Background: an optimization exercise with open tools, aiming at small area. Do not read the settings as production practice. Function was checked by simulation only, so behaviour that the tests miss may differ from the original. No activity file was given, so power comes from the tool's default toggle rates.

==> flow/design.v <==
`default_nettype none
package motion_pkg;
    localparam int FRAME_WIDTH  = 320;
    localparam int FRAME_HEIGHT = 240;
    localparam int P1_RED_MIN = 11;
    localparam int P1_GB_MAX  = 2;
    localparam int P2_WHITE_MIN = 13;
    localparam int DIV_CYCLES = 24;
    localparam int DIV_CNT_W  = $clog2(DIV_CYCLES);
    localparam int WINDOW_UPDATES = 8;
    localparam int WIN_CNT_W      = $clog2(WINDOW_UPDATES);
    localparam int PUNCH_DX_MIN = 'h40;
    localparam int PUNCH_DY_MAX = 'h30;
    localparam int KICK_DY_MIN  = 'h40;
    localparam int KICK_DX_MAX  = 'h30;
    localparam logic [1:0] DIV_IDLE = 2'd0;
    localparam logic [1:0] DIV_RUN  = 2'd1;
    localparam logic [1:0] DIV_DONE = 2'd2;
endpackage
`default_nettype wire
`timescale 1ns/1ps
`default_nettype none
module motion_tracker_top (
    input  wire logic        clk_65mhz,
    input  wire logic        reset_8frame_delta_values,
    input  wire logic [29:0] pixel,
    input  wire logic        frame_end,
    output logic             gesture_valid,
    output logic [1:0]       p1_gesture,
    output logic [1:0]       p2_gesture,
    output logic [27:0]      p1_motion,
    output logic [27:0]      p2_motion
);
    function automatic logic [24:0] radd24(input logic [23:0] a, input logic [23:0] b,
                                           input logic ci);
        logic [24:0] r;
        logic        c;
        c = ci;
        for (int i = 0; i < 24; i++) begin
            r[i] = a[i] ^ b[i] ^ c;
            c    = (a[i] & b[i]) | (a[i] & c) | (b[i] & c);
        end
        r[24] = c;
        radd24 = r;
    endfunction
    wire rst = reset_8frame_delta_values;
    wire fe  = frame_end;
    wire [3:0] pr = pixel[11:8];
    wire [3:0] pg = pixel[7:4];
    wire [3:0] pb = pixel[3:0];
    wire       take = pixel[29] & ~fe & ~rst;
    wire       is1  = take & (pr > 4'd11) & (pg < 4'd2) & (pb < 4'd2);
    wire       is2  = take & (pr > 4'd13) & (pg > 4'd13) & (pb > 4'd13);
    wire [8:0] mx   = 9'd319 - pixel[28:20];
    wire [7:0] my   = pixel[19:12];
    wire       clr  = rst | fe;
    logic [15:0] n1, n2;
    logic [6:0]  s1, s2;
    logic [6:0]  k;         
    wire         act  = (k != 7'd0);
    wire         mrg  = (k == 7'd82);
    wire [15:0]  nb1  = mrg ? {9'd0, s1} : n1;
    wire [15:0]  nb2  = mrg ? {9'd0, s2} : n2;
    logic [23:0] sx1, sy1, sx2, sy2;
    logic        cx1, cy1, cx2, cy2;
    wire [24:0] ax1 = radd24({15'd0, sx1[8:0]}, {15'd0, mx & {9{is1}}}, 1'b0);
    wire [24:0] ay1 = radd24({16'd0, sy1[7:0]}, {16'd0, my & {8{is1}}}, 1'b0);
    wire [24:0] ax2 = radd24({15'd0, sx2[8:0]}, {15'd0, mx & {9{is2}}}, 1'b0);
    wire [24:0] ay2 = radd24({16'd0, sy2[7:0]}, {16'd0, my & {8{is2}}}, 1'b0);
    wire [24:0] hx1 = radd24({9'd0, sx1[23:9]}, 24'd0, cx1);
    wire [24:0] hy1 = radd24({8'd0, sy1[23:8]}, 24'd0, cy1);
    wire [24:0] hx2 = radd24({9'd0, sx2[23:9]}, 24'd0, cx2);
    wire [24:0] hy2 = radd24({8'd0, sy2[23:8]}, 24'd0, cy2);
    wire [23:0] fx1 = {hx1[14:0], sx1[8:0]};
    wire [23:0] fy1 = {hy1[15:0], sy1[7:0]};
    wire [23:0] fx2 = {hx2[14:0], sx2[8:0]};
    wire [23:0] fy2 = {hy2[15:0], sy2[7:0]};
    always_ff @(posedge clk_65mhz) begin
        n1  <= 16'(radd24({8'd0, nb1 & {16{~rst}}}, 24'd0, is1 & (mrg | ~act)));
        n2  <= 16'(radd24({8'd0, nb2 & {16{~rst}}}, 24'd0, is2 & (mrg | ~act)));
        s1  <= 7'(radd24({17'd0, s1 & {7{act & ~mrg}}}, 24'd0, is1 & act & ~mrg));
        s2  <= 7'(radd24({17'd0, s2 & {7{act & ~mrg}}}, 24'd0, is2 & act & ~mrg));
        sx1 <= {hx1[14:0], ax1[8:0]} & {24{~clr}};
        sy1 <= {hy1[15:0], ay1[7:0]} & {24{~clr}};
        sx2 <= {hx2[14:0], ax2[8:0]} & {24{~clr}};
        sy2 <= {hy2[15:0], ay2[7:0]} & {24{~clr}};
        cx1 <= ax1[9] & ~clr;
        cy1 <= ay1[8] & ~clr;
        cx2 <= ax2[9] & ~clr;
        cy2 <= ay2[8] & ~clr;
    end
    logic [80:0] chain;
    logic [15:0] rem;
    wire  [8:0]  quo = chain[8:0];    
    logic [2:0]  wcnt;      
    always_ff @(posedge clk_65mhz) begin
        chain <= fe ? {fx1[8:0], fy1, fx2, fy2} : {chain[79:0], ge};
    end
    logic first;            
    logic den2;             
    logic proc;             
    logic out_ld;           
    wire [15:0] den   = den2 ? n2 : n1;
    wire [16:0] trial = {first ? 16'd0 : rem, chain[80]};
    wire [24:0] dlo   = radd24({12'd0, trial[11:0]}, {12'hfff, ~den[11:0]}, 1'b1);
    wire [24:0] dh0   = radd24({19'd0, trial[16:12]}, {19'h7ffff, 1'b1, ~den[15:12]}, 1'b0);
    wire [24:0] dh1   = radd24({19'd0, trial[16:12]}, {19'h7ffff, 1'b1, ~den[15:12]}, 1'b1);
    wire        c9    = dlo[24];
    wire [4:0]  dhi   = c9 ? dh1[4:0] : dh0[4:0];
    wire        ge    = c9 ? dh1[24] : dh0[24];
    wire [16:0] diff  = {dhi, dlo[11:0]};
    always_ff @(posedge clk_65mhz) begin
        rem <= fe ? {1'b0, fx1[23:9]} : (ge ? diff[15:0] : trial[15:0]);
        if (rst)
            k <= '0;
        else if (fe)
            k <= 7'd1;
        else if (k == 7'd82)
            k <= '0;
        else if (k != 7'd0)
            k <= k + 7'd1;
        first  <= ~fe & ((k == 7'd9) | (k == 7'd33) | (k == 7'd57));
        den2   <= ~fe & (k >= 7'd33);
        proc   <= ~rst & ~fe & ((k == 7'd9) | (k == 7'd33) | (k == 7'd57) | (k == 7'd81));
        out_ld <= ~rst & ~fe & (k == 7'd81) & (wcnt == 3'd0);
    end
    logic [8:0] lr [4];     
    logic [9:0] sr [4];     
    logic [3:0] hr;         
    logic       gv;
    logic [9:0] ox1, ox2;
    logic [8:0] oy1, oy2;
    wire       win_end  = (wcnt == 3'd0);
    wire       win_first = (wcnt == 3'd1);
    wire       h        = hr[0];
    wire       pres     = ~&quo;
    wire [8:0] newl     = pres ? quo : lr[0];
    wire [24:0] dvs     = radd24({15'd0, newl}, {15'h7fff, ~sr[0][8:0]}, 1'b1);
    wire [9:0] dv       = {~dvs[24], dvs[8:0]};
    wire [24:0] lts     = radd24({15'd0, quo}, {15'h7fff, ~lr[0]}, 1'b1);
    wire       lt       = ~lts[24];
    logic [8:0] low_any;
    always_comb begin
        low_any[0] = 1'b0;
        for (int i = 1; i < 9; i++) low_any[i] = low_any[i-1] | dv[i-1];
    end
    wire [8:0] mag      = dv[8:0] ^ ({9{dv[9]}} & low_any);
    wire       neg      = dv[9] | ((dv == 10'd0) & pres & lt);
    wire [9:0] res      = h ? {neg, mag} : 10'd0;
    wire [9:0] stv      = !h ? {1'b0, quo} : (win_first ? {1'b0, lr[0]} : sr[0]);
    wire [9:0] snew     = win_end ? res : stv;
    always_ff @(posedge clk_65mhz) begin
        if (rst)
            wcnt <= '0;
        else if (fe)
            wcnt <= wcnt + 3'd1;
        if (proc) begin
            lr[0] <= lr[1];
            lr[1] <= lr[2];
            lr[2] <= lr[3];
            lr[3] <= newl;
            sr[0] <= sr[1];
            sr[1] <= sr[2];
            sr[2] <= sr[3];
            sr[3] <= snew;
        end
        if (rst)
            hr <= '0;
        else if (proc)
            hr <= {h | pres, hr[3:1]};
        gv <= out_ld & ~rst;
        if (rst) begin
            ox1 <= '0;
            oy1 <= '0;
            ox2 <= '0;
            oy2 <= '0;
        end else if (out_ld) begin
            ox1 <= sr[1];
            oy1 <= {sr[2][9], sr[2][7:0]};
            ox2 <= sr[3];
            oy2 <= {snew[9], snew[7:0]};
        end
    end
    function automatic logic [1:0] classify(input logic [8:0] mx_, input logic [7:0] my_);
        logic [1:0] g;
        g[1] = (mx_ > 9'h40) && (my_ < 8'h30);
        g[0] = (my_ > 8'h40) && (mx_ < 9'h30);
        classify = g;
    endfunction
    assign gesture_valid = gv;
    assign p1_motion     = {ox1[9], 4'd0, ox1[8:0], oy1[8], 5'd0, oy1[7:0]};
    assign p2_motion     = {ox2[9], 4'd0, ox2[8:0], oy2[8], 5'd0, oy2[7:0]};
    assign p1_gesture    = classify(ox1[8:0], oy1[7:0]);
    assign p2_gesture    = classify(ox2[8:0], oy2[7:0]);
endmodule
`default_nettype wire
clock: 7.0 ns
lec_check: 0
abc_area: 1
cap_margin: 20
core_margin: 2
core_utilization: 40
slew_margin: 20
standard.sh (not shown) runs the stock make flow with config.mk's settings and CLKGATE_MAP_FILE= SYNTH_SCRIPT=/design/flow/synth_recipe.tcl, a recipe that flattens the netlist after the stock synthesis.
==> flow/flow/run.sh <==
#!/bin/bash
set -e
export CTS_ARGS="-sink_clustering_enable -repair_clock_nets -sink_clustering_size 14 -sink_clustering_max_diameter 45 -dont_use_dummy_load -buf_list {sky130_fd_sc_hd__clkbuf_4 sky130_fd_sc_hd__clkbuf_8}"
export BUFFER_PORTS_ARGS="-buffer_cell sky130_fd_sc_hd__buf_1"
export SKIP_REPAIR_TIE_FANOUT=1
bash standard.sh > standard.log 2>&1
Rerun with:
==> flow/flow/run.sh (replaced) <==
#!/bin/bash
set -e
export CTS_ARGS="-sink_clustering_enable -repair_clock_nets -sink_clustering_size 20 -sink_clustering_max_diameter 60 -dont_use_dummy_load -buf_list {sky130_fd_sc_hd__clkbuf_8}"
export BUFFER_PORTS_ARGS="-buffer_cell sky130_fd_sc_hd__buf_1"
export SKIP_REPAIR_TIE_FANOUT=1
bash standard.sh > standard.log 2>&1
After rerunning:
- setup slack barely changes
- clock power falls by about a fifth
- critical path depth stays the same
- wire length came out lower slightly

[afterwards: timing with drivers on the ports]
How much do the figures lean on ideal ports? The routed layouts below were timed once more, with nothing changed but the port constraints.
Step 1 (the two cells are an assumption about what drives the block):
set clk [get_ports {clk_65mhz}]
set_driving_cell -lib_cell sky130_fd_sc_hd__clkbuf_16 $clk
set_driving_cell -lib_cell sky130_fd_sc_hd__buf_2 [delete_from_list [all_inputs] $clk]
Step 2 times the ports against the registers' clock, not the clock port: input delays grow and output delays shrink by t, the midpoint of the rising clock arrivals with the driver on.
a / b / c = ideal / step 1 / step 2; a / b = the first two.
| run | t (ns) | setup WS [ns] | worst setup path after step 2 | worst register clock-pin slew, ns |
|---|---|---|---|---|
| the first run | 0.610 | 0.565 / 0.565 / 0.565 | register to register | 0.09 / 0.09 |
| the second run | 0.648 | 0.565 / 0.565 / 0.565 | register to register | 0.12 / 0.12 |
After both steps setup and hold are still met in every run listed.
